This is an optimization exercise on Yosys and OpenROAD, whose aim is small area, a short achievable clock period and few clock cycles, not a production implementation. RTL that was checked went through simulation tests only; none was proved equivalent to the original. Function not checked in runs 1 and 2: the RTL went through the layout flow alone. Power figures rest on the tool's default switching activity, not on a simulated workload.

**design/flow/run.sh**
```bash
#!/bin/bash
# synth_recipe.tcl (not shown) runs the flow's synth.tcl, then flattens the netlist and writes it again
# the make line also repeats each setting of config.mk as NAME=value (left out here)
make -C /OpenROAD-flow-scripts/flow DESIGN_CONFIG=/design/flow/config.mk WORK_HOME=/design/flow/orfs CLKGATE_MAP_FILE= SYNTH_SCRIPT=/design/flow/synth_recipe.tcl finish
```
**design/flow/config.mk**
```make
export PLATFORM = sky130hd
export DESIGN_NAME = buddy_block_allocator
export DESIGN_NICKNAME = buddy_block_allocator
export VERILOG_FILES = /design/flow/design.v
export SDC_FILE = /design/flow/constraint.sdc
export NUM_CORES = 4
export LEC_CHECK = 0
export CAP_MARGIN = 20
export CORE_MARGIN = 2
export CORE_UTILIZATION = 40
export CTS_CLUSTER_DIAMETER = 100
export CTS_CLUSTER_SIZE = 30
export SETUP_SLACK_MARGIN = 2.0
export SLEW_MARGIN = 20
```
**design/flow/constraint.sdc**
```tcl
create_clock -name core_clock -period 5.0 [get_ports {i_clk}]
set_input_delay 1.0000 -clock core_clock [delete_from_list [all_inputs] [get_ports {i_clk}]]
set_output_delay 1.0000 -clock core_clock [all_outputs]
set_load 0.01 [all_outputs]
```
**design/flow/design.v**
```verilog
`default_nettype none
package bba_pkg;
    localparam int SIZE_W  = 16;   
    localparam int VALUE_W = 16;   
    localparam int ORDER_W = 3;    
    localparam logic [1:0] KIND_ALLOC = 2'd0;
    localparam logic [1:0] KIND_FAIL  = 2'd1;
    localparam logic [1:0] KIND_COUNT = 2'd2;
    localparam logic [1:0] KIND_ENTRY = 2'd3;
endpackage
`default_nettype wire
`default_nettype none
module buddy_block_allocator #(
    parameter int MAX_ORDER = 5,
    parameter int ID_WIDTH  = 16
) (
    input  wire         i_clk,
    input  wire         i_rst_n,
    input  wire         i_cfg_wr_en,
    input  wire [2:0]   i_cfg_wr_data,     
    input  wire         i_s_axis_tvalid,
    output logic        o_s_axis_tready,
    input  wire [31:0]  i_s_axis_tdata,    
    input  wire [0:0]   i_s_axis_tuser,    
    output logic        o_m_axis_tvalid,
    input  wire         i_m_axis_tready,
    output logic [15:0] o_m_axis_tdata,    
    output logic [1:0]  o_m_axis_tuser,    
    output logic        o_m_axis_tlast     
);
    localparam int NS = 32;                
    logic [5:0]          r_lvlok;          
    logic [31:1]         r_split;          
    logic [NS-1:0]       r_used;           
    logic [ID_WIDTH-1:0] r_owner [NS];     
    logic [5:0]          r_count;          
    logic [5:1]          r_pend;           
    logic                r_cv;
    logic                r_cfunc;
    logic [ID_WIDTH-1:0] r_cid;
    logic                r_cidnz;
    logic [5:0]          r_cge;            
    logic                r_qact;
    logic [NS-1:0]       r_qh;             
    logic [5:0]          r_qe2;            
    logic                r_qlast;          
    logic                r_ready;          
    logic                r_av;
    logic [1:0]          r_akind;
    logic [15:0]         r_avalue;
    logic                r_alast;
    logic                r_bv;
    logic [1:0]          r_bkind;
    logic [15:0]         r_bvalue;
    logic                r_blast;
    logic [5:0]    w_lvl_ok;               
    logic [63:1]   w_exists;
    logic [63:1]   w_fit;
    logic [NS-1:0] w_cand;
    logic [63:1]   w_any;                  
    logic [NS-1:0] w_before;
    logic [NS-1:0] w_sel;
    logic [31:1]   w_set;
    logic [5:1]    w_lvl_set;
    logic          w_found;
    logic [5:0]    w_root;                 
    assign w_lvl_ok = r_lvlok;
    assign w_root   = r_lvlok & ~{1'b0, r_lvlok[5:1]};
    for (genvar l = 0; l < 6; l++) begin : g_lvl
        for (genvar j = 0; j < (1 << (5 - l)); j++) begin : g_node
            localparam int N = (1 << (5 - l)) + j;
            localparam int S = j << l;
            if (N > 1) begin : g_par
                assign w_exists[N] = r_split[N >> 1] | ((j == 0) ? w_root[l] : 1'b0);
            end else begin : g_root
                assign w_exists[N] = w_root[l];
            end
            if (N < 32) begin : g_inner
                assign w_fit[N] = w_exists[N] & !r_split[N] & !r_used[S] & r_cge[l];
                assign w_any[N] = w_any[2*N] | w_any[2*N+1];
            end else begin : g_leaf
                assign w_fit[N] = w_exists[N] & !r_used[S] & r_cge[l];
                assign w_any[N] = w_cand[j];
            end
        end
    end
    for (genvar s = 0; s < NS; s++) begin : g_cand
        localparam int TZ = (s == 0) ? 5 : (s % 2 != 0) ? 0 : (s % 4 != 0) ? 1 :
                            (s % 8 != 0) ? 2 : (s % 16 != 0) ? 3 : 4;
        logic [5:0] w_at;
        logic [4:0] w_left;
        for (genvar l = 0; l < 6; l++) begin : g_at
            if (l <= TZ) begin : g_y
                assign w_at[l] = w_fit[(1 << (5 - l)) + (s >> l)];
            end else begin : g_n
                assign w_at[l] = 1'b0;
            end
        end
        for (genvar l = 0; l < 5; l++) begin : g_left
            if ((s >> l) % 2 == 1) begin : g_y
                assign w_left[l] = w_any[(1 << (5 - l)) + (s >> l) - 1];
            end else begin : g_n
                assign w_left[l] = 1'b0;
            end
        end
        assign w_cand[s]   = |w_at;
        assign w_before[s] = |w_left;
    end
    assign w_sel   = w_cand & ~w_before;
    assign w_found = w_any[1];
    for (genvar l = 1; l < 6; l++) begin : g_set
        logic [(1 << (5 - l))-1:0] w_lany;
        for (genvar j = 0; j < (1 << (5 - l)); j++) begin : g_node
            localparam int N = (1 << (5 - l)) + j;
            assign w_set[N]  = w_sel[j << l] & !r_split[N] & w_lvl_ok[l] & r_cge[l-1];
            assign w_lany[j] = w_set[N];
        end
        assign w_lvl_set[l] = |w_lany;
    end
    logic [5:0]    w_qa;                   
    logic [5:0]    w_qstep;                
    logic [NS-1:0] w_qnext;
    for (genvar l = 1; l < 6; l++) begin : g_qa
        logic [(1 << (5 - l))-1:0] w_hit;
        for (genvar j = 0; j < (1 << (5 - l)); j++) begin : g_node
            assign w_hit[j] = r_qh[j << l] & !r_split[(1 << (5 - l)) + j];
        end
        assign w_qa[l] = w_lvl_ok[l] & (|w_hit);
    end
    assign w_qa[0] = 1'b1;
    assign w_qstep = w_qa & ~{1'b0, w_qa[5:1]};
    for (genvar s = 0; s < NS; s++) begin : g_qnext
        logic [5:0] w_from;
        for (genvar l = 0; l < 6; l++) begin : g_l
            if (s >= (1 << l) && (s % (1 << l)) == 0) begin : g_y
                assign w_from[l] = r_qh[s - (1 << l)] & w_qstep[l];
            end else begin : g_n
                assign w_from[l] = 1'b0;
            end
        end
        assign w_qnext[s] = |w_from;
    end
    logic [NS-1:0] w_qsel;
    logic [15:0]   w_qowner;
    assign w_qsel = r_qh & r_used;
    always_comb begin
        w_qowner = '0;
        for (int s = 0; s < NS; s++) begin
            w_qowner = w_qowner | (r_owner[s] & {16{w_qsel[s]}});
        end
    end
    logic [5:0] w_count;
    logic [5:0] w_krun;                    
    logic [5:0] w_k;                       
    always_comb begin
        w_krun[0] = 1'b1;
        for (int m = 1; m < 6; m++) begin
            w_krun[m] = 1'b0;
            for (int l = 1; l + m - 1 < 6; l++) w_krun[m] = w_krun[m] | (r_pend[l] & r_pend[l+m-1]);
        end
        for (int m = 0; m < 6; m++) w_k[m] = w_krun[m] & ((m == 5) ? 1'b1 : !w_krun[m+1]);
        w_count = '0;
        for (int m = 0; m < 6; m++) w_count = w_count | ({6{w_k[m]}} & (r_count + 6'(m)));
    end
    logic w_one;
    always_comb begin
        w_one = 1'b1;
        for (int l = 1; l < 6; l++) w_one = w_one & !(w_root[l] & r_split[1 << (5 - l)]);
    end
    logic w_go;         
    logic w_alloc;      
    logic w_qcnt;       
    logic w_qent;       
    logic w_done;       
    logic w_pop;        
    assign w_go    = r_cv && !r_bv;
    assign w_alloc = w_go && !r_cfunc;
    assign w_qcnt  = w_go && r_cfunc && !r_qact;
    assign w_qent  = w_go && r_cfunc && r_qact;
    assign w_done  = w_alloc || (w_qent && r_qlast);
    assign w_pop   = r_av && i_m_axis_tready;
    logic       w_ready;
    logic       n_cv;
    logic       n_cfunc;
    logic       n_qact;
    logic       n_av;
    logic       n_bv;
    logic       n_qlast;
    assign w_ready = !r_cv || w_done;
    assign n_cv    = w_ready ? i_s_axis_tvalid : r_cv;
    assign n_cfunc = w_ready ? i_s_axis_tuser[0] : r_cfunc;
    assign n_qact  = w_qcnt || (r_qact && !w_done);
    assign n_bv    = r_bv ? !w_pop : (w_go && r_av && !w_pop);
    assign n_av    = r_bv || w_go || (r_av && !w_pop);
    assign n_qlast = w_qcnt ? w_one : w_qent ? (r_qe2 == r_count) : r_qlast;
    always_ff @(posedge i_clk) begin
        if (!i_rst_n) begin
            r_cv    <= 1'b0;
            r_qact  <= 1'b0;
            r_av    <= 1'b0;
            r_bv    <= 1'b0;
            r_ready <= 1'b1;
        end else begin
            r_cv    <= n_cv;
            r_qact  <= n_qact;
            r_av    <= n_av;
            r_bv    <= n_bv;
            r_ready <= !n_cv || (!n_bv && (!n_cfunc || (n_qact && n_qlast)));
        end
    end
    assign o_s_axis_tready = r_ready;
    logic [1:0]  w_rkind;
    logic [15:0] w_rvalue;
    logic        w_rlast;
    always_comb begin
        if (!r_cfunc) begin
            w_rkind  = w_found ? bba_pkg::KIND_ALLOC : bba_pkg::KIND_FAIL;
            w_rvalue = '0;
            w_rlast  = 1'b1;
        end else if (!r_qact) begin
            w_rkind  = bba_pkg::KIND_COUNT;
            w_rvalue = 16'(w_count);
            w_rlast  = 1'b0;
        end else begin
            w_rkind  = bba_pkg::KIND_ENTRY;
            w_rvalue = w_qowner;
            w_rlast  = r_qlast;
        end
    end
    logic [15:0] w_size;
    assign w_size = i_s_axis_tdata[31:16];
    always_ff @(posedge i_clk) begin
        if (r_bv) begin
            if (w_pop) begin
                r_akind  <= r_bkind;
                r_avalue <= r_bvalue;
                r_alast  <= r_blast;
            end
        end else if (w_go && (!r_av || w_pop)) begin
            r_akind  <= w_rkind;
            r_avalue <= w_rvalue;
            r_alast  <= w_rlast;
        end
        if (!r_bv && w_go) begin
            r_bkind  <= w_rkind;
            r_bvalue <= w_rvalue;
            r_blast  <= w_rlast;
        end
    end
    always_ff @(posedge i_clk) begin
        r_qlast <= n_qlast;
        if (w_ready) begin
            r_cfunc <= i_s_axis_tuser[0];
            r_cid   <= i_s_axis_tdata[15:0];
            r_cidnz <= |i_s_axis_tdata[15:0];
            for (int l = 0; l < 6; l++) r_cge[l] <= (w_size <= 16'(1 << l));
        end
        if (w_qcnt) begin
            r_qh    <= NS'(1);
            r_qe2   <= 6'd2;
        end else if (w_qent) begin
            r_qh    <= w_qnext;
            r_qe2   <= r_qe2 + 6'd1;
        end
    end
    always_ff @(posedge i_clk) begin
        if (!i_rst_n || i_cfg_wr_en) begin
            for (int l = 0; l < 6; l++)
                r_lvlok[l] <= !i_rst_n || (i_cfg_wr_data >= 3'(l));
            r_split <= '0;
            r_used  <= '0;
            r_count <= 6'd1;
            r_pend  <= '0;
        end else begin
            r_count <= w_count;
            r_pend  <= w_alloc ? w_lvl_set : '0;
            if (w_alloc) begin
                r_split <= r_split | w_set;
                r_used  <= r_used | (w_sel & {NS{r_cidnz}});
            end
        end
    end
    always_ff @(posedge i_clk) begin
        for (int s = 0; s < NS; s++) begin
            if (w_sel[s]) r_owner[s] <= r_cid;
        end
    end
    assign o_m_axis_tvalid = r_av;
    assign o_m_axis_tdata  = r_avalue;
    assign o_m_axis_tuser  = r_akind;
    assign o_m_axis_tlast  = r_alast;
endmodule
`default_nettype wire
```
==> impl_metrics.tcl, run 1 <==
set metrics [dict create \
    synthMuxAreaShare_pct 0.288 \
    slew_headroom_pct 22.2 \
    startpoint "r_cge[1]$_DFFE_PN_" \
    drt_first_pass_iters 8 \
    hold_viol_final 0 \
    synth_xor_area_share_pct 0.352 \
    initial_core_util_pct 40.6 \
    drv_slew 0 \
    port_buffers 61 \
    cp-end-kind "register" \
    fillers 5824 \
    r2r_start "r_cge[1]$_DFFE_PN_" \
    outcome "timing/DRC/antenna clean" \
    top_layer "met5" \
    wl_met3_mm 10.9 \
    fin_crit_ns 3.20 \
    hp-start "r_used[31]$_SDFFE_PP0P_" \
    min_path_type "register to register" \
    clock_skew_ns 0.0394 \
    wl_met2_mm 42.4 \
    syn_nets 1979 \
    synth_edf_count 578 \
    drv_cap 0 \
    core-area_sq_um 67500 \
    syn_area_sq_um 27400 \
    post_synth_num_cell_types 69 \
    drt-initial-drc-count 3218 \
    dp_cells 2826 \
    final_common_cell "edfxtp_1" \
    mostFrequentLayoutCells "578 x edfxtp_1, 117 x nand2_1, 114 x dfxtp_1" \
    wl_per_cell_um 31.9 \
    ys_seq_elements 697 \
    synth_compound_area_share_pct 14.9 \
    synthCells 1930 \
    drc_errors 0 \
    syn_area_per_cell_sq_um 14.2 \
    grt_max_degree 47 \
    post-route-period-util_pct 64.0 \
    rsz0062_at_grt "true" \
    place.gp.congestion 0.926 \
    fin_tns_setup_ns 0 \
    met1_length_mm 36.9 \
    rows 95 \
    path_clk_slew_ns 0.11 \
    clkLatencyLatePin_ns 0.66 \
    io_pins 62 \
    gr-total-overflow 0 \
    cp_max_fo 8 \
    totalWireLength_mm 93.6 \
    layout.cells.non_filler 2933 \
    start_kind "register" \
    synthAdderAreaFrac_pct 0.365 \
    vias 18800 \
    worst_pin_slew_ns 1.17 \
    p_leak_nw 10.1 \
    crit_arrival_ns 3.59 \
    layout.nets 2086 \
    diodes 0 \
    finalSetupViolations 0 \
    dieWidth_um 266 \
    tritoncts "yes" \
    dp_worst_setup_slack_ns 1.23 \
    root_buffer "clkbuf_16" \
    peakVddDrop_uv 264 \
    grtUsageTotal_pct 25.4 \
    postRouteAntennaNets 0 \
    htreeDepth 1 \
    yosysSeqAreaShare_pct 72.0 \
    max_clock_freq_mhz 312 \
    fin_ws_ns 1.80 \
    antenna_found_initial 3 \
    ys_warn_count 2 \
    critPathKind "register to register" \
    clockBufferDepth 3 \
    required_ns 5.38 \
    grt_pass1_vias 17500 \
    grt_pass1_wl_mm 129 \
    synth_top_family_by_area "compound AO/OA/AOI/OAI gates" \
    synth-simple-area-share_pct 9.71 \
    cts_hold_buf 0 \
    cts_sinks 697 \
    hold_ws_ns 0.499 \
    power.density_nw_per_um2 315 \
    cts_buffers 29 \
    async_flop_share_pct 0 \
    drive_above_1_share_pct 13.6 \
    synth_ff_type "edfxtp_1" \
    areaGrowthSynthToFinish_pct 15.8 \
    hpwl_mm 56.8 \
    routed_via_density 6.41 \
    die_h_um 266 \
    dieArea_sq_um 70600 \
]
==> layout make-up <==
class | instances | area [sq um] | area share, %
Clock buffer | 45 | 786 | 2.48
Clock inverter | 9 | 119 | 0.375
Inverter | 53 | 225 | 0.710
Multi-Input combinational cell | 1063 | 7510 | 23.7
Sequential cell | 697 | 19700 | 62.2
Tap cell | 873 | 1090 | 3.44
Timing Repair Buffer | 193 | 2250 | 7.08
==> logic make-up after synthesis <==
| logic type | Yosys count |
|---|---|
| muxes | 7 |
| adders and majority gates | 8 |
| DFF | 697 |
| AOI/OAI and AO/OA | 539 |
| and+or+nand+nor | 498 |
| buffers and inverters | 170 |
| xor gates and xnor gates | 11 |
==> sequential cells by signal (all words and copies together), names as in the netlist, 2 cells and up <==
signal / cells
r_owner: 512
r_qh: 32
r_used: 32
r_split: 31
r_avalue: 16
r_bvalue: 16
r_cid: 16
r_cge: 6
r_count: 6
r_qe2: 6
r_lvlok: 5
r_pend: 5
r_akind: 2
r_bkind: 2
==> synth_stat cells, drive strengths merged (18+ instances only) <==
master	number	area, sq um
nor2	91	342
a221oi	80	701
clkbuf	113	424
and2	45	282
inv	53	199
o31ai	35	263
a21oi	53	265
nand4	44	275
nand3	33	165
o21ai	47	235
nand2	120	450
a22o	96	841
nand3b	24	180
dfxtp	119	2380
nor4	18	113
nor3	28	145
edfxtp	578	17400
a22oi	111	833
nor2b	23	144
==> path summary, 6_finish.rpt <==
kind,end,slack (ns),depth (start not counted)
worst max-delay path,r_owner[31][12]$_DFFE_PP_,1.80,11
worst min-delay path,r_used[31]$_SDFFE_PP0P_,0.50,2
worst max register to register,r_owner[31][12]$_DFFE_PP_,1.80,11
worst min register to register,r_used[31]$_SDFFE_PP0P_,0.50,2
==> critical path, stage by stage (launching register included) <==
cell and delay, ns:
edfxtp_1 0.45, buf_6 0.15, nor4bb_4 0.17, nor3b_4 0.20
o2111a_1 0.26, or4b_4 0.49, buf_6 0.15, buf_6 0.12
nor3_4 0.30, nor3b_4 0.31, buf_6 0.16, clkbuf_16 0.17
==> per-stage QoR <==
step	total power [mW]	utilization [%]	instance area, sq um
global route	10.2	47.0	31700
CTS	10.0	45.9	31000
global placement	7.04	43.7	29500
detailed placement	7.06	43.7	29500
finish	10.0	47.0	31700
floorplan	6.79	-	27500
==> power by group <==
group	internal (mW)	switching, mW	total, mW
Combinational	0.188	0.308	0.496
Clock	1.15	1.85	3.01
Sequential	6.39	0.113	6.51
Total	7.73	2.28	10.0
==> what timing repair did <==
action,in CTS,in global routing
cloned,2,11
resized for setup,72,86
endpoints found under the setup margin,437,390
pin swaps,9,15
buffers inserted,26,9
==> layer usage <==
| metal | vias up | GRT usage, % |
|---|---|---|
| met1 | 9580 | 35.8 |
| met3 | 178 | 4.99 |
| met4 | 2 | 8.34 |
| li1 | 7881 | - |
| met5 | - | 0 |
| met2 | 1172 | 39.8 |
==> run 2: changes to the inputs <==
--- a/design/flow/design.v
+++ b/design/flow/design.v
@@ -35,6 +35,8 @@
     logic [ID_WIDTH-1:0] r_owner [NS];     
     logic [5:0]          r_count;          
     logic [5:1]          r_pend;           
+    logic [5:0]          r_free;           
+    logic [5:0]          r_pair;           
     logic                r_cv;
     logic                r_cfunc;
     logic [ID_WIDTH-1:0] r_cid;
@@ -55,10 +57,10 @@
     logic                r_blast;
     logic [5:0]    w_lvl_ok;               
     logic [63:1]   w_exists;
-    logic [63:1]   w_fit;
-    logic [NS-1:0] w_cand;
-    logic [63:1]   w_any;                  
-    logic [NS-1:0] w_before;
+    logic [63:1]   w_fl;                   
+    logic [63:1]   w_first;                
+    logic [5:0]    w_fitl;                 
+    logic [5:0]    w_osel;                 
     logic [NS-1:0] w_sel;
     logic [31:1]   w_set;
     logic [5:1]    w_lvl_set;
@@ -76,47 +78,62 @@
                 assign w_exists[N] = w_root[l];
             end
             if (N < 32) begin : g_inner
-                assign w_fit[N] = w_exists[N] & !r_split[N] & !r_used[S] & r_cge[l];
-                assign w_any[N] = w_any[2*N] | w_any[2*N+1];
+                assign w_fl[N] = w_exists[N] & !r_split[N] & !r_used[S];
             end else begin : g_leaf
-                assign w_fit[N] = w_exists[N] & !r_used[S] & r_cge[l];
-                assign w_any[N] = w_cand[j];
+                assign w_fl[N] = w_exists[N] & !r_used[S];
             end
+            if (j % 2 == 1) begin : g_right
+                assign w_first[N] = w_fl[N] & !w_fl[N-1];
+            end else begin : g_left
+                assign w_first[N] = w_fl[N];
+            end
+        end
+    end
+    assign w_fitl  = r_free & r_cge;
+    assign w_found = |w_fitl;
+    always_comb begin
+        for (int l = 0; l < 6; l++) begin
+            w_osel[l] = w_fitl[l];
+            for (int k = 0; k < l; k++) w_osel[l] = w_osel[l] & !w_fitl[k];
         end
     end
-    for (genvar s = 0; s < NS; s++) begin : g_cand
+    for (genvar s = 0; s < NS; s++) begin : g_sel
         localparam int TZ = (s == 0) ? 5 : (s % 2 != 0) ? 0 : (s % 4 != 0) ? 1 :
                             (s % 8 != 0) ? 2 : (s % 16 != 0) ? 3 : 4;
         logic [5:0] w_at;
-        logic [4:0] w_left;
         for (genvar l = 0; l < 6; l++) begin : g_at
             if (l <= TZ) begin : g_y
-                assign w_at[l] = w_fit[(1 << (5 - l)) + (s >> l)];
+                assign w_at[l] = w_first[(1 << (5 - l)) + (s >> l)] & w_osel[l];
             end else begin : g_n
                 assign w_at[l] = 1'b0;
             end
         end
-        for (genvar l = 0; l < 5; l++) begin : g_left
-            if ((s >> l) % 2 == 1) begin : g_y
-                assign w_left[l] = w_any[(1 << (5 - l)) + (s >> l) - 1];
-            end else begin : g_n
-                assign w_left[l] = 1'b0;
-            end
-        end
-        assign w_cand[s]   = |w_at;
-        assign w_before[s] = |w_left;
+        assign w_sel[s] = |w_at;
     end
-    assign w_sel   = w_cand & ~w_before;
-    assign w_found = w_any[1];
     for (genvar l = 1; l < 6; l++) begin : g_set
-        logic [(1 << (5 - l))-1:0] w_lany;
         for (genvar j = 0; j < (1 << (5 - l)); j++) begin : g_node
             localparam int N = (1 << (5 - l)) + j;
-            assign w_set[N]  = w_sel[j << l] & !r_split[N] & w_lvl_ok[l] & r_cge[l-1];
-            assign w_lany[j] = w_set[N];
+            assign w_set[N] = w_sel[j << l] & !r_split[N] & w_lvl_ok[l] & r_cge[l-1];
         end
-        assign w_lvl_set[l] = |w_lany;
     end
+    logic [5:0] w_oabove;                  
+    logic [5:0] w_buddy;
+    logic [5:0] w_nlvl;                    
+    logic [5:0] w_rem;
+    logic [5:0] n_free;
+    logic [5:0] n_pair;
+    always_comb begin
+        for (int l = 0; l < 6; l++) begin
+            w_oabove[l] = 1'b0;
+            for (int k = l + 1; k < 6; k++) w_oabove[l] = w_oabove[l] | w_osel[k];
+        end
+    end
+    assign w_lvl_set = r_cge[4:0] & (w_oabove[4:0] | w_osel[5:1]) & w_lvl_ok[5:1];
+    assign w_buddy   = r_cge & w_oabove;
+    assign w_nlvl    = r_cge & ~{r_cge[4:0], 1'b0};
+    assign w_rem     = w_osel & ~({6{!r_cidnz}} & w_nlvl);
+    assign n_free    = (r_free & ~(w_rem & ~r_pair)) | w_buddy;
+    assign n_pair    = (r_pair & ~w_rem) | ({6{!r_cidnz}} & w_buddy & w_nlvl);
     logic [5:0]    w_qa;                   
     logic [5:0]    w_qstep;                
     logic [NS-1:0] w_qnext;
@@ -271,10 +288,15 @@
             r_used  <= '0;
             r_count <= 6'd1;
             r_pend  <= '0;
+            for (int l = 0; l < 6; l++)
+                r_free[l] <= !i_rst_n ? (l == 5) : (i_cfg_wr_data == 3'(l)) || (l == 5 && i_cfg_wr_data > 3'd5);
+            r_pair  <= '0;
         end else begin
             r_count <= w_count;
             r_pend  <= w_alloc ? w_lvl_set : '0;
             if (w_alloc) begin
+                r_free  <= n_free;
+                r_pair  <= n_pair;
                 r_split <= r_split | w_set;
                 r_used  <= r_used | (w_sel & {NS{r_cidnz}});
             end
--- a/design/flow/config.mk
+++ b/design/flow/config.mk
@@ -10,5 +10,5 @@
 export CORE_UTILIZATION = 40
 export CTS_CLUSTER_DIAMETER = 100
 export CTS_CLUSTER_SIZE = 30
-export SETUP_SLACK_MARGIN = 2.0
+export SETUP_SLACK_MARGIN = 2.4
 export SLEW_MARGIN = 20
==> run 2 against run 1 <==
Net effect:
- sequential share of layout area rose by 1.5 points
- critical path depth fell by 3
- combinational power fell by 23%
- flip-flop and latch count rose by 12
- area after synthesis rose by 0.11%
- wire length fell by 4.9%
- clock skew fell by 0.016 ns
- cell count fell by 0.38%
- register-to-register slack improved by 0.57 ns
- fmax rose by 22%
- critical endpoint is now r_avalue[4]$_DFFE_PP_
==> impl_metrics.tcl, run 2 <==
set metrics [dict create \
    outcome "timing/DRC/antenna clean" \
    worst_pin_slew_ns 1.11 \
    drv_cap 0 \
    yosysTopAreaCellShare_pct 63.9 \
    grt_pass1_wl_mm 125 \
    clkLatencyLatePin_ns 0.64 \
    dp_cells 2806 \
    yosys.area.top_type "edfxtp_1" \
    path_clk_slew_ns 0.12 \
    design_area_sq_um 31600 \
    synthAdderAreaFrac_pct 0.365 \
    syn_nets 1956 \
    synth_edf_count 584 \
    root_buffer "clkbuf_16" \
    crit_arrival_ns 3.01 \
    synthMostInstantiatedCell "edfxtp_1" \
    multi_input_comb_area_sq_um 7390 \
    clockPowerShare_pct 29.0 \
    core-area_sq_um 68200 \
    cp_max_fo 10 \
    critPathKind "register to register" \
    hold_viol_final 0 \
    antenna_found_initial 0 \
    cts_sinks 709 \
    fin_tns_setup_ns 0 \
    async_flop_share_pct 0 \
    required_ns 5.38 \
    synth_ff_type "edfxtp_1" \
    crit_chain "and2_4 > buf_4 > a22o_1 > a221oi_1 > nand4_1 > o31a_1 > o31a_1 > mux2_2" \
    synth_compound_area_share_pct 15.1 \
    drt-initial-drc-count 2978 \
    layout.nets 2069 \
    layout.cells.non_filler 2922 \
    largest_register_ffs 512 \
    htreeDepth 1 \
    areaGrowthSynthToFinish_pct 15.0 \
    diodes 0 \
    mostFrequentLayoutCells "584 x edfxtp_1, 128 x nor2_1, 97 x buf_4" \
    io_pins 62 \
    finalSetupViolations 0 \
    tritoncts "yes" \
    ys_warn_count 2 \
    rsz0062_at_grt "true" \
    post-route-period-util_pct 52.5 \
    drv_slew 0 \
    synthMuxAreaShare_pct 0.479 \
    synthTopCellsByCount "584 x edfxtp_1, 135 x nor2_1, 125 x dfxtp_1" \
    cts_hold_buf 0 \
    cts_buffers 27 \
    peakVddDrop_uv 357 \
    pwr-share-seq_pct 67.1 \
    top_register "r_owner" \
    critical-path-max-stage-delay_ns 0.44 \
    p_leak_nw 9.93 \
    internal-power_mw 7.74 \
    fin_crit_ns 2.63 \
    total_power_mw 9.89 \
    regArea_sq_um 20100 \
    routed_via_density 6.30 \
    synth-simple-area-share_pct 8.37 \
    crit_top_cell "o31a_1" \
    wl_per_cell_um 30.5 \
    place.gp.congestion 0.911 \
    cp_slowest_cell "o31a_1" \
    fin_ws_ns 2.37 \
    synth.area.top_cells "edfxtp_1 64%, dfxtp_1 9.1%, a22o_1 3.0%, a221oi_1 2.6%, a22oi_1 2.6%" \
    drc_errors 0 \
    min_path_type "register to register" \
    syn_area_sq_um 27400 \
    power.density_nw_per_um2 313 \
    yosysSeqAreaShare_pct 73.1 \
    ys_seq_elements 709 \
    drt_first_pass_iters 8 \
    rows 96 \
    grtUsageTotal_pct 24.4 \
    port_buffers 61 \
    clockBufferDepth 3 \
    slew_headroom_pct 26.1 \
    drive_above_1_share_pct 15.6 \
    swShare_pct 21.7 \
    dieArea_sq_um 70700 \
    clock_skew_ns 0.0238 \
    grt_max_degree 60 \
    syn_area_per_cell_sq_um 14.4 \
    grt_pass1_vias 17300 \
    gr-total-overflow 0 \
    synth_xor_area_share_pct 0.447 \
    dp_worst_setup_slack_ns 1.53 \
    totalWireLength_mm 89.0 \
    vias 18400 \
    cpLargestDelayFamily "compound AO/OA/AOI/OAI gates" \
    synthCells 1907 \
    post_dp_cell_area_sq_um 29500 \
    start_kind "register" \
    cp-end-kind "register" \
    final_common_cell "edfxtp_1" \
    hold_ws_ns 0.482 \
    synth_top_family_by_area "compound AO/OA/AOI/OAI gates" \
    fillers 5933 \
    max_clock_freq_mhz 381 \
    postRouteAntennaNets 0 \
    combPwrFrac_pct 3.8 \
    post_synth_num_cell_types 69 \
    initial_core_util_pct 40.2 \
    dieWidth_um 266 \
    p_sw_mw 2.15 \
    top_regs "r_owner x512, r_qh x32, r_used x32" \
    critPathBufInv 1 \
    die_h_um 266 \
    final_core_util_pct 46.2 \
    hpwl_mm 54.1 \
]
## run 2: power by group through the flow
stage / logic (mW) / clock network (mW) / registers (mW)
after floorplan: 0.175 / 0 / 6.72
after global placement: 0.326 / 0 / 6.78
after detailed placement: 0.331 / 0 / 6.79
after CTS: 0.347 / 2.91 / 6.65
after global routing: 0.407 / 3.08 / 6.65
final: 0.380 / 2.87 / 6.64
## run 2: path summary, 6_finish.rpt
kind	to	depth (start not counted)	start	slack, ns
setup / recovery	r_avalue[4]$_DFFE_PP_	8	r_used[20]$_SDFFE_PN0P_	2.37
hold / removal	r_pair[5]$_SDFFE_PN0P_	1	r_pair[5]$_SDFFE_PN0P_	0.48
setup reg to reg	r_avalue[4]$_DFFE_PP_	8	r_used[20]$_SDFFE_PN0P_	2.37
hold reg to reg	r_pair[5]$_SDFFE_PN0P_	1	r_pair[5]$_SDFFE_PN0P_	0.48
## run 2: cell families (layout without fill, tap and decap cells)
family / count (synthesis) / after routing
buf+inv: 157 / 290
simple gates: 453 / 453
mux: 12 / 12
xor+xnor: 14 / 14
fa+ha+maj: 8 / 8
compound gates: 554 / 554
flops: 709 / 709
## run 2: what timing repair did
| item | 4_1_cts | 5_1_grt |
|---|---|---|
| gates resized for setup | 103 | 101 |
| setup buffers | 15 | 48 |
| pin swaps | 15 | 27 |
| endpoints found under the setup margin | 407 | 222 |
## run 2: area by class of cell
type	instances	share of cell area [%]
Sequential cell	709	63.8
Multi-Input combinational cell	1041	23.4
Timing Repair Buffer	201	6.27
Tap cell	882	3.50
Clock buffer	46	2.37
Inverter	40	0.476
Clock inverter	3	0.186
## run 2: metal layers
layer / global-route usage (%) / share of wire, % / vias to the layer above
met4: 7.50 / 3.4 / 0
met2: 38.7 / 46 / 1042
met1: 35.2 / 41 / 9452
met5: 0 / 0 / -
li1: - / - / 7786
met3: 3.11 / 9.8 / 139
==> run 3: changes to the inputs <==
--- a/design/flow/design.v
+++ b/design/flow/design.v
@@ -304,7 +304,7 @@
     end
     always_ff @(posedge i_clk) begin
         for (int s = 0; s < NS; s++) begin
-            if (w_sel[s]) r_owner[s] <= r_cid;
+            if (!r_used[s]) r_owner[s] <= r_cid;
         end
     end
     assign o_m_axis_tvalid = r_av;
==> run 3 against run 2 <==
Net effect:
- fmax increased by 0.70%
- global-route usage shrank 0.50 points
- clock skew rose by 0.012 ns
- flip-flop and latch count unchanged
- wire length decreased by 3.1%
- via count shrank 3.2%
- sequential power rose by 5.7%
- power up 3.1%
- cell count fell by 2.3%
- area after synthesis barely moved
- worst hold slack worse by 0.0040 ns
- largest cell class unchanged
- highest routed layer unchanged
==> impl_metrics.tcl, run 3 <==
set metrics [dict create \
    design_area_sq_um 30300 \
    grtUsageTotal_pct 23.9 \
    drive_above_1_share_pct 8.82 \
    syn_area_sq_um 27400 \
    clkLatencyLatePin_ns 0.65 \
    wl_per_cell_um 30.2 \
    largest_register_ffs 512 \
    ys_seq_elements 709 \
    grt_pass1_vias 16800 \
    areaGrowthSynthToFinish_pct 10.5 \
    cp-end-kind "register" \
    dieArea_sq_um 70700 \
    root_buffer "clkbuf_16" \
    gr-total-overflow 0 \
    hpwl_mm 51.0 \
    final_common_cell "edfxtp_1" \
    core-area_sq_um 68200 \
    yosys.area.top_type "edfxtp_1" \
    fin_crit_ns 2.61 \
    peakVddDrop_uv 280 \
    grt_max_degree 41 \
    path_clk_slew_ns 0.11 \
    drt-initial-drc-count 2755 \
    critPathBufInv 1 \
    port_buffers 61 \
    r2r_slack_ns 2.39 \
    max_clock_freq_mhz 383 \
    crit_chain "and2_1 > buf_4 > a22o_1 > a221oi_1 > and4_1 > nand3_1 > o211a_1 > mux2_2" \
    r2r_start "r_qh[6]$_SDFFE_PP0P_" \
    hp-start "r_used[31]$_SDFFE_PN0P_" \
    synthCells 1897 \
    clock_skew_ns 0.0361 \
    synth_ff_type "edfxtp_1" \
    syn_area_per_cell_sq_um 14.5 \
    cts_buffers 27 \
    outcome "timing/DRC/antenna clean" \
    slew_headroom_pct 24.2 \
    regArea_sq_um 20100 \
    post_dp_cell_area_sq_um 29200 \
    synth_edf_count 584 \
    fin_tns_setup_ns 0 \
    initial_core_util_pct 40.2 \
    crit_arrival_ns 3.00 \
    layout.nets 2000 \
    cts_sinks 709 \
    routed_via_density 6.25 \
    rsz0062_at_grt "true" \
    rows 96 \
    critPathKind "register to register" \
    dp_worst_setup_slack_ns 1.64 \
    min_path_type "register to register" \
    synthMostInstantiatedCell "edfxtp_1" \
    yosysTopAreaCellShare_pct 63.9 \
    whs_endpoint "r_used[31]$_SDFFE_PN0P_" \
    postRouteAntennaNets 0 \
    async_flop_share_pct 0 \
    fillers 6048 \
    hold_ws_ns 0.478 \
    synthTopCellsByCount "584 x edfxtp_1, 125 x dfxtp_1, 106 x nor2_1" \
    r2r_cells 8 \
    ys_warn_count 2 \
    io_pins 62 \
    vias 17800 \
    hold_viol_final 0 \
    grt_pass1_wl_mm 122 \
    top_regs "r_owner x512, r_qh x32, r_used x32" \
    drc_errors 0 \
    post_synth_num_cell_types 79 \
    yosysSeqAreaShare_pct 73.0 \
    synth.area.top_cells "edfxtp_1 64%, dfxtp_1 9.1%, a22o_1 3.1%, a22oi_1 2.8%, a221oi_1 2.5%" \
    totalWireLength_mm 86.2 \
    mostFrequentLayoutCells "584 x edfxtp_1, 114 x dfxtp_1, 106 x nor2_1" \
    dieWidth_um 266 \
    clockBufferDepth 3 \
    multi_input_comb_area_sq_um 6860 \
    hold_path_depth 2 \
    p_leak_nw 10.3 \
    place.gp.congestion 0.925 \
    required_ns 5.39 \
    drv_slew 0 \
    fin_ws_ns 2.39 \
    diodes 0 \
    worst_pin_slew_ns 1.14 \
    cp_max_fo 16 \
    antenna_found_initial 1 \
    drv_cap 0 \
    cp_slowest_cell "dfxtp_1" \
    syn_nets 1946 \
    power.density_nw_per_um2 336 \
    critical-path-max-stage-delay_ns 0.39 \
    finalSetupViolations 0 \
    top_register "r_owner" \
    final_core_util_pct 44.5 \
    tritoncts "yes" \
    rr_endpoint "r_avalue[4]$_DFFE_PP_" \
    post-route-period-util_pct 52.2 \
    htreeDepth 1 \
    start_kind "register" \
    drt_first_pass_iters 6 \
    cpLargestDelayFamily "compound AO/OA/AOI/OAI gates" \
    die_h_um 266 \
]
-- run 3: cell count changes after synthesis, sizes merged, moves of 9 or more --
| cell | delta |
|---|---|
| inv | +24 |
| nand2b | +9 |
| nand2 | -21 |
| and2 | +9 |
| nor4 | +9 |
| a22oi | +9 |
| and3 | +15 |
| nand3 | +27 |
| nor3b | -12 |
| o21ai | -15 |
| a21oi | -15 |
| nor2 | -28 |
-- run 3: metal layers --
metal	track usage, %	up-vias	wire length (um)
met1	34.2	9082	35300
met5	0.347	-	0
met4	5.88	0	2180
met2	38.6	1016	40300
met3	3.38	111	8520
li1	-	7620	-
-- run 3: logic make-up after synthesis --
family / after synthesis / share of synthesized area (%)
flip-flops: 709 / 73.0
AO/OA/AOI/OAI: 538 / 14.9
adder cells (fa/ha/maj): 8 / 0.365
XOR/XNOR: 13 / 0.415
AND/OR/NAND/NOR: 442 / 8.37
buffers and inverters: 179 / 2.59
multiplexers: 8 / 0.342
-- run 3: stage by stage --
stage / power [mW] / std cells
floorplan: 7.24 / 1897
global placement: 7.45 / 2793
detailed placement: 7.48 / 2793
CTS: 10.2 / 2843
global route: 10.5 / 2854
finish: 10.2 / 2854
-- run 3: timing repair --
action	4_1_cts	5_1_grt
resized for setup	37	28
hold buffers	0	0
setup endpoints to repair	73	50
buffers inserted	0	5
gates cloned	0	0
pin swaps	1	9
-- run 3: worst min-delay path, delay by kind of cell, from the launching register on --
family	cells	cell delay, ns
AOI/OAI and AO/OA	1	0.06
buffers and inverters	1	0.06
DFF	1	0.32
-- run 3: area by class of cell --
type,count,share of cell area [%]
Sequential cell,709,66.2
Multi-Input combinational cell,1009,22.6
Timing Repair Buffer,140,4.16
Tap cell,882,3.64
Clock buffer,47,2.48
Inverter,64,0.809
Clock inverter,3,0.116
-- run 3: worst max path at each step --
stage	end	slack [ns]	from	cells after the start
after detailed placement	r_split[11]$_SDFFE_PN0P_	1.64	i_rst_n	6
after floorplan	r_ready$_SDFF_PN1_	2.44	r_qact$_SDFF_PN0_	7
after global routing	r_avalue[4]$_DFFE_PP_	2.29	r_qh[6]$_SDFFE_PP0P_	8
after CTS	r_avalue[3]$_DFFE_PP_	2.35	r_pend[5]$_SDFF_PP0_	7
after global placement	r_used[6]$_SDFFE_PN0P_	1.73	i_rst_n	6
final	r_avalue[4]$_DFFE_PP_	2.39	r_qh[6]$_SDFFE_PP0P_	8
-- run 3: report_power, final --
| group | total, mW | switching (mW) | internal, mW |
|---|---|---|---|
| registers | 7.02 | 0.213 | 6.81 |
| clock network | 2.83 | 1.78 | 1.05 |
| logic | 0.342 | 0.209 | 0.133 |
| total | 10.2 | 2.20 | 7.99 |
Testbench counts of run 3, summed over its fixed seeds: cycles 2,690.
==> run 4: changes to the inputs <==
==> design/flow/flow/run.sh (new file) <==
#!/bin/bash
set -euo pipefail
export BUFFER_PORTS_ARGS="-buffer_cell sky130_fd_sc_hd__buf_2"
bash standard.sh > flow_make.log 2>&1
==> design/flow/standard.sh (new file) <==
#!/bin/bash
# synth_recipe.tcl (not shown) runs the flow's synth.tcl, then flattens the netlist and writes it again
# the make line also repeats each setting of config.mk as NAME=value (left out here)
make -C /OpenROAD-flow-scripts/flow DESIGN_CONFIG=/design/flow/config.mk WORK_HOME=/design/flow/orfs CLKGATE_MAP_FILE= SYNTH_SCRIPT=/design/flow/synth_recipe.tcl "${@:-finish}"
--- a/design/flow/config.mk
+++ b/design/flow/config.mk
@@ -8,7 +8,7 @@
 export CAP_MARGIN = 20
 export CORE_MARGIN = 2
 export CORE_UTILIZATION = 40
-export CTS_CLUSTER_DIAMETER = 100
-export CTS_CLUSTER_SIZE = 30
+export CTS_CLUSTER_DIAMETER = 80
+export CTS_CLUSTER_SIZE = 24
 export SETUP_SLACK_MARGIN = 2.4
 export SLEW_MARGIN = 20
removed: design/flow/run.sh
==> run 4 against run 3 <==
Net effect:
- first-iteration DRC count shrank 4.5%
- clock skew shrank 0.0040 ns
- critical path depth is the same
- area after synthesis is the same
- worst hold slack lost 0.013 ns
- utilization grew 0.079 points
- wire length grew 3.8%
- combinational power shrank 9.9%
- largest cell class unchanged
- largest power group unchanged
==> impl_metrics.tcl, run 4 <==
set metrics [dict create \
    diodes 0 \
    min_path_type "register to register" \
    htreeDepth 2 \
    p_sw_mw 2.31 \
    hold_ws_ns 0.466 \
    grt_pass1_wl_mm 125 \
    cp-end-kind "register" \
    syn_area_per_cell_sq_um 14.5 \
    layout.nets 2012 \
    crit_arrival_ns 2.96 \
    rsz0062_at_grt "true" \
    cts_sinks 709 \
    clockPowerShare_pct 31.5 \
    areaGrowthSynthToFinish_pct 10.7 \
    dp_worst_setup_slack_ns 1.94 \
    pwr-share-seq_pct 65.7 \
    routed_via_density 6.32 \
    drc_errors 0 \
    gr-total-overflow 0 \
    fin_crit_ns 2.60 \
    synth_ff_type "edfxtp_1" \
    slew_headroom_pct 21.1 \
    start_kind "register" \
    yosys.area.top_type "edfxtp_1" \
    combPwrFrac_pct 2.9 \
    die_h_um 266 \
    worst_pin_slew_ns 1.18 \
    synth_edf_count 584 \
    layout.cells.non_filler 2864 \
    ys_seq_elements 709 \
    post-route-period-util_pct 52.0 \
    max_clock_freq_mhz 385 \
    drive_above_1_share_pct 13.6 \
    postRouteAntennaNets 0 \
    hpwl_mm 54.1 \
    hold_viol_final 0 \
    totalWireLength_mm 89.5 \
    critPathKind "register to register" \
    ys_warn_count 2 \
    largest_register_ffs 512 \
    top_regs "r_owner x512, r_qh x32, r_used x32" \
    final_common_cell "edfxtp_1" \
    use_met3_pct 4.72 \
    clock_skew_ns 0.0321 \
    top_register "r_owner" \
    drt-initial-drc-count 2631 \
    synth_compound_area_share_pct 14.9 \
    met2_usage_pct 39.0 \
    initial_core_util_pct 40.2 \
    power.density_nw_per_um2 352 \
    syn_area_sq_um 27400 \
    clockBufferDepth 3 \
    finalSetupViolations 0 \
    cp_max_fo 16 \
    synth-simple-area-share_pct 8.37 \
    drt_first_pass_iters 6 \
    vias 18100 \
    fin_ws_ns 2.40 \
    grt-busiest-layer "met2" \
    synth_top_family_by_area "compound AO/OA/AOI/OAI gates" \
    synthCells 1897 \
    synth.area.top_cells "edfxtp_1 64%, dfxtp_1 9.1%, a22o_1 3.1%, a22oi_1 2.8%, a221oi_1 2.5%" \
    cts_hold_buf 0 \
    fillers 6015 \
    grtUsageTotal_pct 24.9 \
    swShare_pct 21.5 \
    core-area_sq_um 68200 \
    synth_xor_area_share_pct 0.415 \
    synthMuxAreaShare_pct 0.342 \
    clkLatencyLatePin_ns 0.62 \
    p_leak_nw 10.4 \
    required_ns 5.35 \
    drv_slew 0 \
    peakVddDrop_uv 268 \
    port_buffers 61 \
    total_power_mw 10.7 \
    cts_buffers 36 \
    dieWidth_um 266 \
    grt_max_degree 45 \
    fin_tns_setup_ns 0 \
    io_pins 62 \
    yosysSeqAreaShare_pct 73.0 \
    outcome "timing/DRC/antenna clean" \
    mostFrequentLayoutCells "584 x edfxtp_1, 112 x dfxtp_1, 103 x nor2_1" \
    dp_cells 2789 \
    drv_cap 0 \
    post_synth_num_cell_types 79 \
    internal-power_mw 8.40 \
    async_flop_share_pct 0 \
    use_met1_pct 35.2 \
    synthTopCellsByCount "584 x edfxtp_1, 125 x dfxtp_1, 106 x nor2_1" \
    grt_pass1_vias 17000 \
    synthMostInstantiatedCell "edfxtp_1" \
    place.gp.congestion 0.890 \
    yosysTopAreaCellShare_pct 63.9 \
    rows 96 \
    tritoncts "yes" \
    root_buffer "clkbuf_16" \
    antenna_found_initial 1 \
    wl_per_cell_um 31.3 \
    synthAdderAreaFrac_pct 0.365 \
    dieArea_sq_um 70700 \
    syn_nets 1946 \
    path_clk_slew_ns 0.10 \
]
==> run 4: cell counts after synthesis <==
Identical to the previous run, type by type.
==> run 4: power by group through the flow <==
stage / registers, mW / clock network [mW] / logic [mW]
2_1_floorplan: 7.09 / 0 / 0.150
3_3_place_gp: 7.18 / 0 / 0.248
3_5_place_dp: 7.20 / 0 / 0.250
4_1_cts: 7.06 / 3.40 / 0.257
5_1_grt: 7.07 / 3.57 / 0.334
6_report: 7.03 / 3.37 / 0.308
==> run 4: stage by stage <==
step | cell area (sq um) | util (%)
6_report | 30400 | 44.5
5_1_grt | 30400 | 44.5
4_1_cts | 30100 | 44.2
3_5_place_dp | 28900 | 42.3
3_3_place_gp | 28900 | 42.3
2_1_floorplan | 27500 | -
==> run 4: logic make-up after synthesis <==
family                     count (synthesis)
AOI/OAI and AO/OA                        538
muxes                                      8
xor gates and xnor gates                  13
DFF                                      709
buffers and inverters                    179
and+or+nand+nor                          442
adders and majority gates                  8
==> run 4: cell type report <==
class	instances	area (sq um)	share of cell area, %
clock buffer	51	998	3.29
clock inverter	6	100	0.329
inverter	64	240	0.791
multi-input combinational	1010	6900	22.7
sequential	709	20100	66.1
tap	882	1100	3.63
timing repair buffer	142	973	3.20
==> run 4: per-layer routing <==
layer | vias to the layer above | share of wire (%)
li1 | 7647 | -
met1 | 9144 | 40
met2 | 1147 | 46
met3 | 149 | 11
met4 | 2 | 3.1
met5 | - | 0.015
==> run 4: worst paths after layout <==
check | startpoint | to | slack, ns | cells past startpoint
worst max-delay path | r_qh[12]$_SDFFE_PP0P_ | r_avalue[3]$_DFFE_PP_ | 2.40 | 8
worst min-delay path | r_pair[5]$_SDFFE_PN0P_ | r_pair[5]$_SDFFE_PN0P_ | 0.47 | 1
worst max register to register | r_qh[12]$_SDFFE_PP0P_ | r_avalue[3]$_DFFE_PP_ | 2.40 | 8
worst min register to register | r_pair[5]$_SDFFE_PN0P_ | r_pair[5]$_SDFFE_PN0P_ | 0.47 | 1
==> run 4: worst max-delay path, stage by stage (launching register included) <==
cell      delay, ns
dfxtp_1        0.42
and2_1         0.18
buf_4          0.26
a22o_1         0.23
a221oi_1       0.22
nand3_1        0.12
nor4_1         0.41
nand2_1        0.19
a32o_1         0.29
==> run 4: repair_timing <==
item / 4_1_cts / 5_1_grt
resized for setup: 44 / 26
setup buffers: 3 / 7
pin swaps: 5 / 10
endpoints found under the setup margin: 52 / 82
cloned: 1 / 0
==> run 5: changes to the inputs <==
--- a/design/flow/config.mk
+++ b/design/flow/config.mk
@@ -10,5 +10,5 @@
 export CORE_UTILIZATION = 40
 export CTS_CLUSTER_DIAMETER = 80
 export CTS_CLUSTER_SIZE = 24
-export SETUP_SLACK_MARGIN = 2.4
+export SETUP_SLACK_MARGIN = 2.7
 export SLEW_MARGIN = 20
==> run 5 against run 4 <==
Net effect:
- still clean
- clock power is 2% lower
- setup slack better by 0.12 ns
- wire length is 3.0% higher
- power is 0.23% lower
- flip-flop and latch count stayed put
- area after synthesis stayed put
- critical path depth stayed put
- fmax is 4.8% higher
- non-clock buffer count is 92 higher
- largest power group unchanged
==> impl_metrics.tcl, run 5 <==
set metrics [dict create \
    outcome "timing/DRC/antenna clean" \
    cp_max_fo 12 \
    clockBufferDepth 3 \
    synth_edf_count 584 \
    rsz0062_at_grt "true" \
    cp_slowest_cell "dfxtp_4" \
    grtUsageTotal_pct 25.6 \
    areaGrowthSynthToFinish_pct 16.7 \
    htreeDepth 2 \
    crit_arrival_ns 2.80 \
    synthCells 1897 \
    slew_headroom_pct 22.2 \
    internal-power_mw 8.35 \
    design_area_sq_um 32000 \
    totalWireLength_mm 92.2 \
    min_path_type "register to register" \
    synth_xor_area_share_pct 0.415 \
    crit_chain "buf_6 > nor3_1 > a211oi_2 > o2bb2ai_1 > or3_4 > mux2_4 > or3_4 > a32o_1" \
    drv_slew 0 \
    ys_warn_count 2 \
    post_synth_num_cell_types 79 \
    critPathBufInv 1 \
    drive_above_1_share_pct 22.7 \
    drt_first_pass_iters 6 \
    dieWidth_um 266 \
    syn_area_sq_um 27400 \
    place.gp.congestion 0.899 \
    synth_top_family_by_area "compound AO/OA/AOI/OAI gates" \
    wl_per_cell_um 31.2 \
    finalSetupViolations 0 \
    clkLatencyLatePin_ns 0.60 \
    grt_max_degree 51 \
    synth_compound_area_share_pct 14.9 \
    max_clock_freq_mhz 403 \
    synthTopCellsByCount "584 x edfxtp_1, 125 x dfxtp_1, 106 x nor2_1" \
    cp-end-kind "register" \
    io_pins 62 \
    yosysTopAreaCellShare_pct 63.9 \
    synth.area.top_cells "edfxtp_1 64%, dfxtp_1 9.1%, a22o_1 3.1%, a22oi_1 2.8%, a221oi_1 2.5%" \
    cts_hold_buf 0 \
    initial_core_util_pct 40.2 \
    power.density_nw_per_um2 333 \
    grt_pass1_vias 17500 \
    fin_tns_setup_ns 0 \
    drt-initial-drc-count 2897 \
    diodes 0 \
    clockPowerShare_pct 30.8 \
    synthMostInstantiatedCell "edfxtp_1" \
    hold_viol_final 0 \
    combPwrFrac_pct 3.2 \
    drv_cap 0 \
    grt_pass1_wl_mm 129 \
    worst_pin_slew_ns 1.17 \
    crit_top_cell "or3_4" \
    peakVddDrop_uv 228 \
    top_register "r_owner" \
    cts_buffers 36 \
    path_clk_slew_ns 0.10 \
    synthMuxAreaShare_pct 0.342 \
    dieArea_sq_um 70700 \
    critical-path-max-stage-delay_ns 0.42 \
    critPathKind "register to register" \
    p_leak_nw 11.2 \
    syn_nets 1946 \
    final_common_cell "edfxtp_1" \
    fin_crit_ns 2.48 \
    r2r_slack_ns 2.52 \
    antenna_found_initial 0 \
    yosys.area.top_type "edfxtp_1" \
    largest_register_ffs 512 \
    async_flop_share_pct 0 \
    port_buffers 61 \
    synth_ff_type "edfxtp_1" \
    mostFrequentLayoutCells "584 x edfxtp_1, 116 x buf_4, 99 x nor2_1" \
    synth-simple-area-share_pct 8.37 \
    post-route-period-util_pct 49.6 \
    rows 96 \
    cts_sinks 709 \
    synthAdderAreaFrac_pct 0.365 \
    start_kind "register" \
    core-area_sq_um 68200 \
    postRouteAntennaNets 0 \
    required_ns 5.32 \
    yosysSeqAreaShare_pct 73.0 \
    top_regs "r_owner x512, r_qh x32, r_used x32" \
    cpLargestDelayFamily "simple AND/OR/NAND/NOR gates" \
    p_sw_mw 2.33 \
    gr-total-overflow 0 \
    ys_seq_elements 709 \
    pwr-share-seq_pct 65.9 \
    vias 18700 \
    drc_errors 0 \
    root_buffer "clkbuf_16" \
    routed_via_density 6.33 \
    tritoncts "yes" \
    hpwl_mm 54.2 \
    clock_skew_ns 0.0443 \
    die_h_um 266 \
    layout.nets 2105 \
    syn_area_per_cell_sq_um 14.5 \
    post_dp_cell_area_sq_um 28900 \
    swShare_pct 21.8 \
]
[run 5: cell counts after synthesis]
Identical to the previous run, type by type.
[run 5: power by group through the flow]
| stage | registers, mW | logic (mW) | clock network [mW] |
|---|---|---|---|
| 3_3_place_gp | 7.18 | 0.250 | 0 |
| 5_1_grt | 7.08 | 0.367 | 3.51 |
| 3_5_place_dp | 7.20 | 0.252 | 0 |
| 4_1_cts | 7.06 | 0.284 | 3.32 |
| 2_1_floorplan | 7.09 | 0.151 | 0 |
| 6_report | 7.05 | 0.343 | 3.29 |
[run 5: routing by layer]
| metal | global-route usage [%] | wire length (um) |
|---|---|---|
| met5 | 0 | 0 |
| met4 | 8.15 | 3080 |
| met3 | 4.28 | 9960 |
| met2 | 40.4 | 42700 |
| met1 | 36.3 | 36400 |
[run 5: worst paths after layout]
kind                               start                      to  cells past startpoint
setup reg to reg    r_pend[1]$_SDFF_PP0_   r_avalue[3]$_DFFE_PP_                      8
hold reg to reg   r_pair[5]$_SDFFE_PN0P_  r_pair[5]$_SDFFE_PN0P_                      1
setup / recovery    r_pend[1]$_SDFF_PP0_   r_avalue[3]$_DFFE_PP_                      8
hold / removal    r_pair[5]$_SDFFE_PN0P_  r_pair[5]$_SDFFE_PN0P_                      1
[run 5: layout make-up]
type / count / area [sq um]
Clock buffer: 51 / 957
Fill cell: 5854 / 36200
Inverter: 64 / 250
Tap cell: 882 / 1100
Sequential cell: 709 / 20100
Clock inverter: 8 / 93.8
Timing Repair inverter: 1 / 5.00
Timing Repair Buffer: 234 / 2070
Multi-Input combinational cell: 1010 / 7440
[run 5: timing repair]
item                                    in CTS  in global routing
resized for setup                          196                 81
pin swaps                                   51                 44
setup buffers                               72                 28
cloned                                       3                  1
endpoints found under the setup margin     176                 54
hold endpoints to repair                     0                  0
[run 5: stage by stage]
stage	worst slack, ns	power [mW]	hold WS, ns	utilization [%]	instances
3_3_place_gp	1.88	7.43	0.453	42.3	2788
4_1_cts	2.53	10.7	0.478	45.9	2923
5_1_grt	2.44	11.0	0.503	47.0	2959
3_5_place_dp	1.86	7.45	0.460	42.3	2789
6_report	2.52	10.7	0.479	47.0	2959
2_1_floorplan	2.69	7.24	0.441	-	1897
[run 5: worst reg2reg max path, stage by stage, from the launching register on]
cell and delay, ns:
dfxtp_4 0.42, buf_6 0.17, nor3_1 0.07, a211oi_2 0.17
o2bb2ai_1 0.11, or3_4 0.40, mux2_4 0.27, or3_4 0.33
a32o_1 0.25
[run 5: logic make-up (layout without fill, tap and decap cells)]
kind of cell | count (synthesis) | in the layout
AO/OA/AOI/OAI | 538 | 539
flip-flops | 709 | 709
XOR/XNOR | 13 | 13
adder cells (fa/ha/maj) | 8 | 8
buffers and inverters | 179 | 358
multiplexers | 8 | 8
AND/OR/NAND/NOR | 442 | 442
==> run 6: changes to the inputs <==
--- a/design/flow/design.v
+++ b/design/flow/design.v
@@ -44,6 +44,7 @@
     logic [5:0]          r_cge;            
     logic                r_qact;
     logic [NS-1:0]       r_qh;             
+    logic [15:0]         r_qv;             
     logic [5:0]          r_qe2;            
     logic                r_qlast;          
     logic                r_ready;          
@@ -157,6 +158,18 @@
         end
         assign w_qnext[s] = |w_from;
     end
+    logic [5:0]    w_za;
+    logic [5:0]    w_zstep;
+    logic [NS-1:0] w_znext;
+    assign w_za[0] = 1'b1;
+    for (genvar l = 1; l < 6; l++) begin : g_za
+        assign w_za[l] = w_lvl_ok[l] & !r_split[1 << (5 - l)];
+    end
+    assign w_zstep = w_za & ~{1'b0, w_za[5:1]};
+    always_comb begin
+        w_znext = '0;
+        for (int l = 0; l < 5; l++) w_znext[1 << l] = w_zstep[l];
+    end
     logic [NS-1:0] w_qsel;
     logic [15:0]   w_qowner;
     assign w_qsel = r_qh & r_used;
@@ -240,7 +253,7 @@
             w_rlast  = 1'b0;
         end else begin
             w_rkind  = bba_pkg::KIND_ENTRY;
-            w_rvalue = w_qowner;
+            w_rvalue = r_qv;
             w_rlast  = r_qlast;
         end
     end
@@ -273,10 +286,12 @@
             for (int l = 0; l < 6; l++) r_cge[l] <= (w_size <= 16'(1 << l));
         end
         if (w_qcnt) begin
-            r_qh    <= NS'(1);
+            r_qh    <= w_znext;
+            r_qv    <= r_used[0] ? r_owner[0] : '0;
             r_qe2   <= 6'd2;
         end else if (w_qent) begin
             r_qh    <= w_qnext;
+            r_qv    <= w_qowner;
             r_qe2   <= r_qe2 + 6'd1;
         end
     end
--- a/design/flow/config.mk
+++ b/design/flow/config.mk
@@ -10,5 +10,5 @@
 export CORE_UTILIZATION = 40
 export CTS_CLUSTER_DIAMETER = 80
 export CTS_CLUSTER_SIZE = 24
-export SETUP_SLACK_MARGIN = 2.7
+export SETUP_SLACK_MARGIN = 2.4
 export SLEW_MARGIN = 20
==> run 6 against run 5 <==
Net effect:
- sequential power is 2% higher
- non-clock buffer count is 93 lower
- cell count hardly changed
- first-iteration DRC count is 3.6% higher
- die area is 2.3% higher
- sequential share of layout area is 3.7 points higher
- utilization is 2.7 points lower
- area after synthesis is 2.3% higher
- setup slack worse by 0.13 ns
- worst hold slack worse by 0.017 ns
==> impl_metrics.tcl, run 6 <==
set metrics [dict create \
    rr_endpoint "r_qv[12]$_DFFE_PP_" \
    r2r_start "r_used[10]$_SDFFE_PN0P_" \
    rsz0062_at_grt "true" \
    cp_max_fo 11 \
    max_clock_freq_mhz 383 \
    gr-total-overflow 0 \
    cts_buffers 38 \
    post_dp_cell_area_sq_um 29700 \
    crit_chain "and2_1 > buf_4 > a22o_1 > a221oi_1 > nand4_1 > nor3_2 > a21oi_1" \
    yosysSeqAreaShare_pct 73.2 \
    synth_edf_count 605 \
    post-route-period-util_pct 52.3 \
    postRouteAntennaNets 0 \
    synth_ff_type "edfxtp_1" \
    min_path_type "register to register" \
    layout.nets 2049 \
    io_pins 62 \
    place.gp.congestion 0.903 \
    yosys.area.top_type "edfxtp_1" \
    critPathKind "register to register" \
    grt_pass1_vias 17200 \
    routed_via_density 6.28 \
    total_power_mw 10.9 \
    grtUsageTotal_pct 24.8 \
    final_common_cell "edfxtp_1" \
    clock_skew_ns 0.0398 \
    start_kind "register" \
    rows 97 \
    grt_max_degree 55 \
    dieWidth_um 269 \
    crit_arrival_ns 2.94 \
    dieArea_sq_um 72300 \
    design_area_sq_um 30900 \
    tritoncts "yes" \
    totalWireLength_mm 90.5 \
    initial_core_util_pct 40.2 \
    peakVddDrop_uv 304 \
    syn_nets 1991 \
    port_buffers 61 \
    path_clk_slew_ns 0.10 \
    p_leak_nw 10.6 \
    fin_tns_setup_ns 0 \
    drv_slew 0 \
    synthTopCellsByCount "605 x edfxtp_1, 131 x a21oi_1, 119 x dfxtp_1" \
    drive_above_1_share_pct 12.3 \
    power.density_nw_per_um2 354 \
    fin_crit_ns 2.61 \
    cts_sinks 724 \
    cts_hold_buf 0 \
    drt_first_pass_iters 6 \
    diodes 0 \
    core-area_sq_um 69800 \
    post_synth_num_cell_types 87 \
    met2_usage_pct 39.8 \
    layout.cells.non_filler 2957 \
    grt-busiest-layer "met2" \
    drv_cap 0 \
    required_ns 5.33 \
    top_regs "r_owner x512, r_used x32" \
    hp-start "r_pair[5]$_SDFFE_PN0P_" \
    root_buffer "clkbuf_16" \
    ys_warn_count 2 \
    async_flop_share_pct 0 \
    drt-initial-drc-count 3000 \
    clkLatencyLatePin_ns 0.62 \
    largest_register_ffs 512 \
    synthMostInstantiatedCell "edfxtp_1" \
    whs_endpoint "r_pair[5]$_SDFFE_PN0P_" \
    syn_area_per_cell_sq_um 14.5 \
    clockBufferDepth 3 \
    yosysTopAreaCellShare_pct 64.7 \
    use_met3_pct 4.06 \
    synth.area.top_cells "edfxtp_1 65%, dfxtp_1 8.5%, a22oi_1 2.6%, a22o_1 2.3%, a21oi_1 2.3%" \
    cp_slowest_cell "a221oi_1" \
    die_h_um 269 \
    dp_cells 2894 \
    hold_viol_final 0 \
    hold_path_depth 1 \
    mostFrequentLayoutCells "605 x edfxtp_1, 131 x a21oi_1, 111 x dfxtp_1" \
    wl_per_cell_um 30.6 \
    r2r_slack_ns 2.39 \
    cp-end-kind "register" \
    vias 18600 \
    syn_area_sq_um 28100 \
    hpwl_mm 53.0 \
    worst_pin_slew_ns 1.07 \
    ys_seq_elements 724 \
    grt_pass1_wl_mm 127 \
    outcome "timing/DRC/antenna clean" \
    htreeDepth 2 \
    critical-path-max-stage-delay_ns 0.38 \
    r2r_cells 7 \
    areaGrowthSynthToFinish_pct 10.0 \
    top_register "r_owner" \
    finalSetupViolations 0 \
    synthCells 1942 \
    antenna_found_initial 1 \
    drc_errors 0 \
    use_met1_pct 34.7 \
    slew_headroom_pct 27.9 \
]
[run 6: worst max-delay path by stage]
| stage | start | slack, ns | to |
|---|---|---|---|
| CTS | r_split[29]$_SDFFE_PN0P_ | 2.37 | r_qh[4]$_DFFE_PP_ |
| finish | r_used[10]$_SDFFE_PN0P_ | 2.39 | r_qv[12]$_DFFE_PP_ |
| detailed placement | r_split[29]$_SDFFE_PN0P_ | 2.13 | r_qh[4]$_DFFE_PP_ |
| global route | r_pend[2]$_SDFF_PP0_ | 2.36 | r_avalue[0]$_DFFE_PP_ |
| floorplan | r_qact$_SDFF_PN0_ | 2.49 | r_ready$_SDFF_PN1_ |
| global placement | r_cfunc$_DFF_P_ | 2.12 | r_qh[4]$_DFFE_PP_ |
[run 6: routing by layer]
metal	vias to the layer above	wire length (um)
met1	9391	35900
met2	1173	41400
met3	198	9760
met5	-	0
met4	0	3470
li1	7800	-
[run 6: final cells by class]
type,instances,area (sq um)
tap,940,1180
multi-input combinational,1039,6890
sequential,724,20600
timing repair buffer,141,945
clock inverter,14,118
clock buffer,43,991
fill,6191,38900
inverter,56,210
[run 6: power by group]
group,leakage (nW),internal (mW),switching [mW],total [mW]
logic,2.79,0.104,0.207,0.311
clock network,0.538,1.46,1.94,3.40
registers,7.30,6.98,0.245,7.22
total,10.6,8.54,2.39,10.9
[run 6: critical path, delay by kind of cell, from the launching register on]
family / cells / cell delay (ns)
compound gates: 3 / 0.81
buf+inv: 1 / 0.33
flops: 1 / 0.37
simple gates: 3 / 0.82
[run 6: what timing repair did]
action                                  CTS  global route
endpoints found under the setup margin   38            40
gates resized for setup                  12            10
setup buffers                             0             5
[run 6: logic make-up (layout without fill, tap and decap cells)]
kind of cell / Yosys count / count (layout) / share of synthesized area, %
flops: 724 / 724 / 73.2
compound gates: 557 / 557 / 14.5
simple gates: 443 / 443 / 8.31
buf+inv: 179 / 254 / 2.55
mux: 20 / 20 / 0.798
xor+xnor: 11 / 11 / 0.343
fa+ha+maj: 8 / 8 / 0.356
[run 6: per-stage QoR]
step / hold WS [ns] / utilization, % / setup WS [ns]
floorplan: 0.440 / - / 2.49
global placement: 0.448 / 42.4 / 2.12
detailed placement: 0.452 / 42.5 / 2.13
CTS: 0.464 / 44.1 / 2.37
global route: 0.480 / 44.3 / 2.36
finish: 0.462 / 44.3 / 2.39
Testbench counts of run 6, summed over its fixed seeds: cycles 2,690.

==> static timing again, ports no longer ideal <==
The results above use ideal ports. As a check the final layouts listed here were re-extracted and re-timed, cells and wires unchanged. Step 1 (the two cells are an assumption about what drives the block):
set clk [get_ports {i_clk}]
set_driving_cell -lib_cell sky130_fd_sc_hd__clkbuf_16 $clk
set_driving_cell -lib_cell sky130_fd_sc_hd__buf_2 [delete_from_list [all_inputs] $clk]
Step 2 times the ports against the registers' clock, not the clock port: input delays grow and output delays shrink by t, the midpoint of the rising clock arrivals with the driver on. a / b / c = ideal ports / drivers / drivers and shift; a / b = the first two.
| run | t (ns) | setup WS [ns] | worst hold slack (ns) | latest minus earliest clock arrival (ns) | cell pins on the clock port's net |
|---|---|---|---|---|---|
| run 1 | 0.700 | 1.798 / 1.798 / 1.685 | 0.499 / 0.499 / 0.499 | 0.040 / 0.040 | 1 |
| run 2 | 0.687 | 2.373 / 2.373 / 1.908 | 0.482 / 0.482 / 0.482 | 0.026 / 0.026 | 1 |
| run 3 | 0.694 | 2.391 / 2.391 / 1.985 | 0.478 / 0.478 / 0.478 | 0.038 / 0.039 | 1 |
| run 4 | 0.664 | 2.399 / 2.399 / 2.047 | 0.466 / 0.466 / 0.466 | 0.036 / 0.036 | 1 |
| run 5 | 0.639 | 2.518 / 2.518 / 2.200 | 0.479 / 0.479 / 0.479 | 0.045 / 0.045 | 1 |
| run 6 | 0.656 | 2.386 / 2.386 / 2.253 | 0.462 / 0.462 / 0.462 | 0.039 / 0.040 | 1 |
After both steps every run listed still meets setup and hold. The setup slack of run 2, which loses most, moves by 0.000 ns with the drivers and by -0.465 ns with both steps.
